Background: an optimization exercise with open tools, aiming at small area and a short achievable clock period. Do not read the settings as production practice.
Only simulation tests tie the RTL to the original design; equivalence was not proved.

## willow
==> flow/design.v <==
module md_alu #(
  parameter int WIDTH   = 32,
  parameter int MUL_LAT = 5,
  parameter int DIV_LAT = 10
) (
  input  logic             clk,
  input  logic             reset,
  input  logic [WIDTH-1:0] A,
  input  logic [WIDTH-1:0] B,
  input  logic [3:0]       ALUOp,
  output logic [WIDTH-1:0] res,
  input  logic [2:0]       MDOp,
  input  logic             start,
  output logic             busy,
  output logic [WIDTH-1:0] HI,
  output logic [WIDTH-1:0] LO
);
  localparam int RW = 35;    
  logic        sub;
  logic [32:0] addsub;
  logic        slt, sltu;
  logic        shl, sfill;
  logic [31:0] shin, shr, shl_res;
  logic [4:0]  sh;
  assign sh     = A[4:0];
  assign sub    = (ALUOp != 4'b0000);
  assign addsub = {1'b0, A} + {1'b0, B ^ {32{sub}}} + {32'd0, sub};
  assign sltu   = ~addsub[32];
  assign slt    = (A[31] ^ B[31]) ? A[31] : addsub[31];
  assign shl   = (ALUOp == 4'b1001);
  assign sfill = (ALUOp == 4'b1011) & B[31];
  always_comb begin
    for (int i = 0; i < 32; i++) shin[i] = shl ? B[31-i] : B[i];
  end
  assign shr = $signed({sfill, shin}) >>> sh;
  always_comb begin
    for (int i = 0; i < 32; i++) shl_res[i] = shr[31-i];
  end
  always_comb begin
    case (ALUOp)
      4'b0000: res = addsub[31:0];
      4'b0001: res = addsub[31:0];
      4'b0010: res = A & B;
      4'b0011: res = A | B;
      4'b0100: res = {B[15:0], 16'b0};
      4'b0101: res = A ^ B;
      4'b0110: res = ~(A | B);
      4'b0111: res = {31'd0, slt};
      4'b1000: res = {31'd0, sltu};
      4'b1001: res = shl_res;
      4'b1010: res = shr;
      4'b1011: res = shr;
      default: res = '0;
    endcase
  end
  logic        busy_q;
  logic        div_q;       
  logic [3:0]  cnt_q;       
  logic [32:0] M_q;         
  logic [33:0] H_q;         
  logic [31:0] L_q;         
  logic        bprev_q;     
  logic        sgn_q;       
  logic        sN_q;        
  logic        dz_q;        
  logic        c_q;         
  logic [31:0] hi_q, lo_q;
  logic is_mul, is_div, is_sgn;
  assign is_mul = (MDOp == 3'b001) || (MDOp == 3'b010);
  assign is_div = (MDOp == 3'b011) || (MDOp == 3'b100);
  assign is_sgn = (MDOp == 3'b001) || (MDOp == 3'b011);
  logic sD;
  assign sD = M_q[32];
  logic mul_run, div_run, div_post9, div_last, mul_last;
  assign mul_run   = busy_q & ~div_q & (cnt_q != 4'd4);
  assign mul_last  = busy_q & ~div_q & (cnt_q == 4'd4);
  assign div_run   = busy_q & div_q & ~cnt_q[3];
  assign div_post9 = busy_q & div_q & (cnt_q == 4'd8);
  assign div_last  = busy_q & div_q & (cnt_q == 4'd9);
  logic [RW-1:0] X [4];
  logic [RW-1:0] S [4];
  logic [RW-1:0] Y [4];
  logic          one [4], two [4], neg [4];
  logic [RW-1:0] Mx, M2x;
  assign Mx  = {{(RW-33){M_q[32]}}, M_q};
  assign M2x = {{(RW-34){M_q[32]}}, M_q, 1'b0};
  always_comb begin
    for (int r = 0; r < 4; r++) begin
      logic bh, bm, bl, xs;
      if (r == 0) begin
        if (div_run) X[0] = {H_q, L_q[31]};
        else         X[0] = {H_q[33], H_q};
      end else begin
        if (div_q)   X[r] = {S[r-1][33:0], L_q[31-r]};
        else         X[r] = {{2{S[r-1][RW-1]}}, S[r-1][RW-1:2]};
      end
      xs = X[r][RW-1];
      bh = L_q[2*r+1];
      bm = L_q[2*r];
      bl = (r == 0) ? bprev_q : L_q[2*r-1];
      if (div_q) begin
        one[r] = (r == 0 && div_post9) ? ~H_q[33] : 1'b1;
        two[r] = 1'b0;
        neg[r] = (xs == sD);
      end else if (mul_last) begin
        one[r] = ~sgn_q & bprev_q;
        two[r] = 1'b0;
        neg[r] = 1'b0;
      end else begin
        one[r] = bm ^ bl;
        two[r] = (bh & ~bm & ~bl) | (~bh & bm & bl);
        neg[r] = bh & ~(bm & bl);
      end
      Y[r] = (two[r] ? M2x : (one[r] ? Mx : '0)) ^ {RW{neg[r]}};
      begin
        logic c;
        c = neg[r];
        for (int i = 0; i < RW; i++) begin
          S[r][i] = X[r][i] ^ Y[r][i] ^ c;
          c = (X[r][i] & Y[r][i]) | (X[r][i] & c) | (Y[r][i] & c);
        end
      end
    end
  end
  logic        s_q;     
  logic        ce;
  logic [31:0] lo_x, lo_res, hi_res;
  logic        lo_inc;
  assign s_q    = sN_q ^ sD;
  assign ce     = sN_q & c_q;
  assign lo_x   = L_q ^ {32{div_q & s_q}};
  assign lo_inc = div_q & (s_q ^ ce);
  always_comb begin
    logic c;
    c = lo_inc;
    for (int i = 0; i < 32; i++) begin
      lo_res[i] = lo_x[i] ^ c;
      c = lo_x[i] & c;
    end
  end
  assign hi_res = (S[0][31:0] ^ {32{div_q & sN_q}}) & ~{32{div_q & ce}};
  always_ff @(posedge clk) begin
    if (!busy_q) begin
      div_q   <= is_div;
      cnt_q   <= 4'd0;
      M_q     <= {is_sgn & B[31], B};
      H_q     <= '0;
      L_q     <= A ^ {32{(MDOp == 3'b011) & A[31]}};
      bprev_q <= 1'b0;
      sgn_q   <= is_sgn;
      sN_q    <= (MDOp == 3'b011) & A[31];
      dz_q    <= (B == '0);
    end else begin
      cnt_q <= cnt_q + 4'd1;
      if (div_q) begin
        if (div_run) begin
          H_q <= S[3][33:0];
          L_q <= {L_q[27:0], ~S[0][RW-1], ~S[1][RW-1], ~S[2][RW-1], ~S[3][RW-1]};
        end else if (div_post9) begin
          H_q <= S[0][33:0];
          c_q <= &S[0];
        end
      end else begin
        H_q     <= {S[3][RW-1], S[3][RW-1:2]};
        L_q     <= {S[3][1:0], S[2][1:0], S[1][1:0], S[0][1:0], L_q[31:8]};
        bprev_q <= L_q[7];
      end
    end
  end
  always_ff @(posedge clk or posedge reset) begin
    if (reset) begin
      busy_q <= 1'b0;
      hi_q   <= '0;
      lo_q   <= '0;
    end else begin
      if (!busy_q) begin
        busy_q <= start & (is_mul | is_div);
        if (start && MDOp == 3'b101) hi_q <= A;
        if (start && MDOp == 3'b110) lo_q <= A;
      end else begin
        if (mul_last || div_last) busy_q <= 1'b0;
        if (mul_last || (div_last && !dz_q)) begin
          hi_q <= hi_res;
          lo_q <= lo_res;
        end
      end
    end
  end
  assign busy = busy_q;
  assign HI   = hi_q;
  assign LO   = lo_q;
endmodule
export LEC_CHECK = 0
export ABC_AREA = 1
export CAP_MARGIN = 20
export CORE_MARGIN = 2
export CORE_UTILIZATION = 40
export SLEW_MARGIN = 20
create_clock -name core_clock -period 105.0 [get_ports {clk}]
standard.sh (not shown) runs the stock make flow with config.mk's settings and CLKGATE_MAP_FILE= SYNTH_SCRIPT=/design/flow/synth_recipe.tcl, a recipe that flattens the netlist after the stock synthesis.
==> flow/flow/run.sh <==
#!/bin/bash
# The standard layout (the standard.sh), with one change: synthesis leaves adders to abc
# instead of extracting full/half adder cells (ADDER_MAP_FILE empty), which gives much faster
# carry chains for a little more area. Everything else, including the synthesis script, the
# register mapping and all later steps, is the standard flow's.
set -euo pipefail
cd "$(dirname "$0")/.."
bash ./standard.sh ADDER_MAP_FILE= finish > standard_flow.log 2>&1
Setup changes, willow to fjord
Settings: ABC_AREA: 1 -> unset.
==> flow/run.sh (new file) <==
#!/bin/bash
# synth_recipe.tcl (not shown) runs the flow's synth.tcl, then flattens the netlist and writes it again
# the make line also repeats each setting of config.mk as NAME=value (left out here)
make -C /OpenROAD-flow-scripts/flow DESIGN_CONFIG=/design/flow/config.mk WORK_HOME=/design/flow/orfs CLKGATE_MAP_FILE= SYNTH_SCRIPT=/design/flow/synth_recipe.tcl finish
removed: flow/flow/run.sh
removed: flow/standard.sh
==> comparison <==
fjord ended up with reg2reg as its start-to-end type of the worst setup path; willow ended up with in2out.
No stage failed in fjord, and the final checks on the layout all came back clean.
Number of antenna violations at the first check in global routing came out lower on fjord than on willow.
From willow to fjord the numbers moved as follows: layout cell share with drive strength beyond 1 now sits lower, number of clock buffers in the layout now sits lower, clock skew now sits lower, final core area utilization now sits higher.

separate check: timing with driven ports:
The results above use ideal ports. As a check the final layouts listed here were re-extracted and re-timed, cells and wires unchanged. Step 1 sets driving cells, clkbuf_16 on the clock port and buf_2 on the other inputs (assumed; they add their load-dependent delay and slew). Step 2 times the ports against the registers' clock, not the clock port: input delays grow and output delays shrink by t, the midpoint of the rising clock arrivals with the driver on. Slacks: ideal ports / drivers / drivers and shift; pairs: ideal ports / drivers.
| run | t, ns | slack for setup (ns) | worst hold slack (ns) | worst setup path at the end | cell pins on the clock port's net |
|---|---|---|---|---|---|
| willow | 0.550 | 55.482 / 55.427 / 55.427 | 0.477 / 0.477 / 0.477 | input to output | 1 |
| fjord | 0.504 | 37.014 / 37.014 / 37.014 | 0.477 / 0.477 / 0.477 | register to register | 1 |
After both steps every run listed still meets setup and hold. The setup slack of willow, which loses most, moves by -0.055 ns with the drivers and by -0.055 ns with both steps.
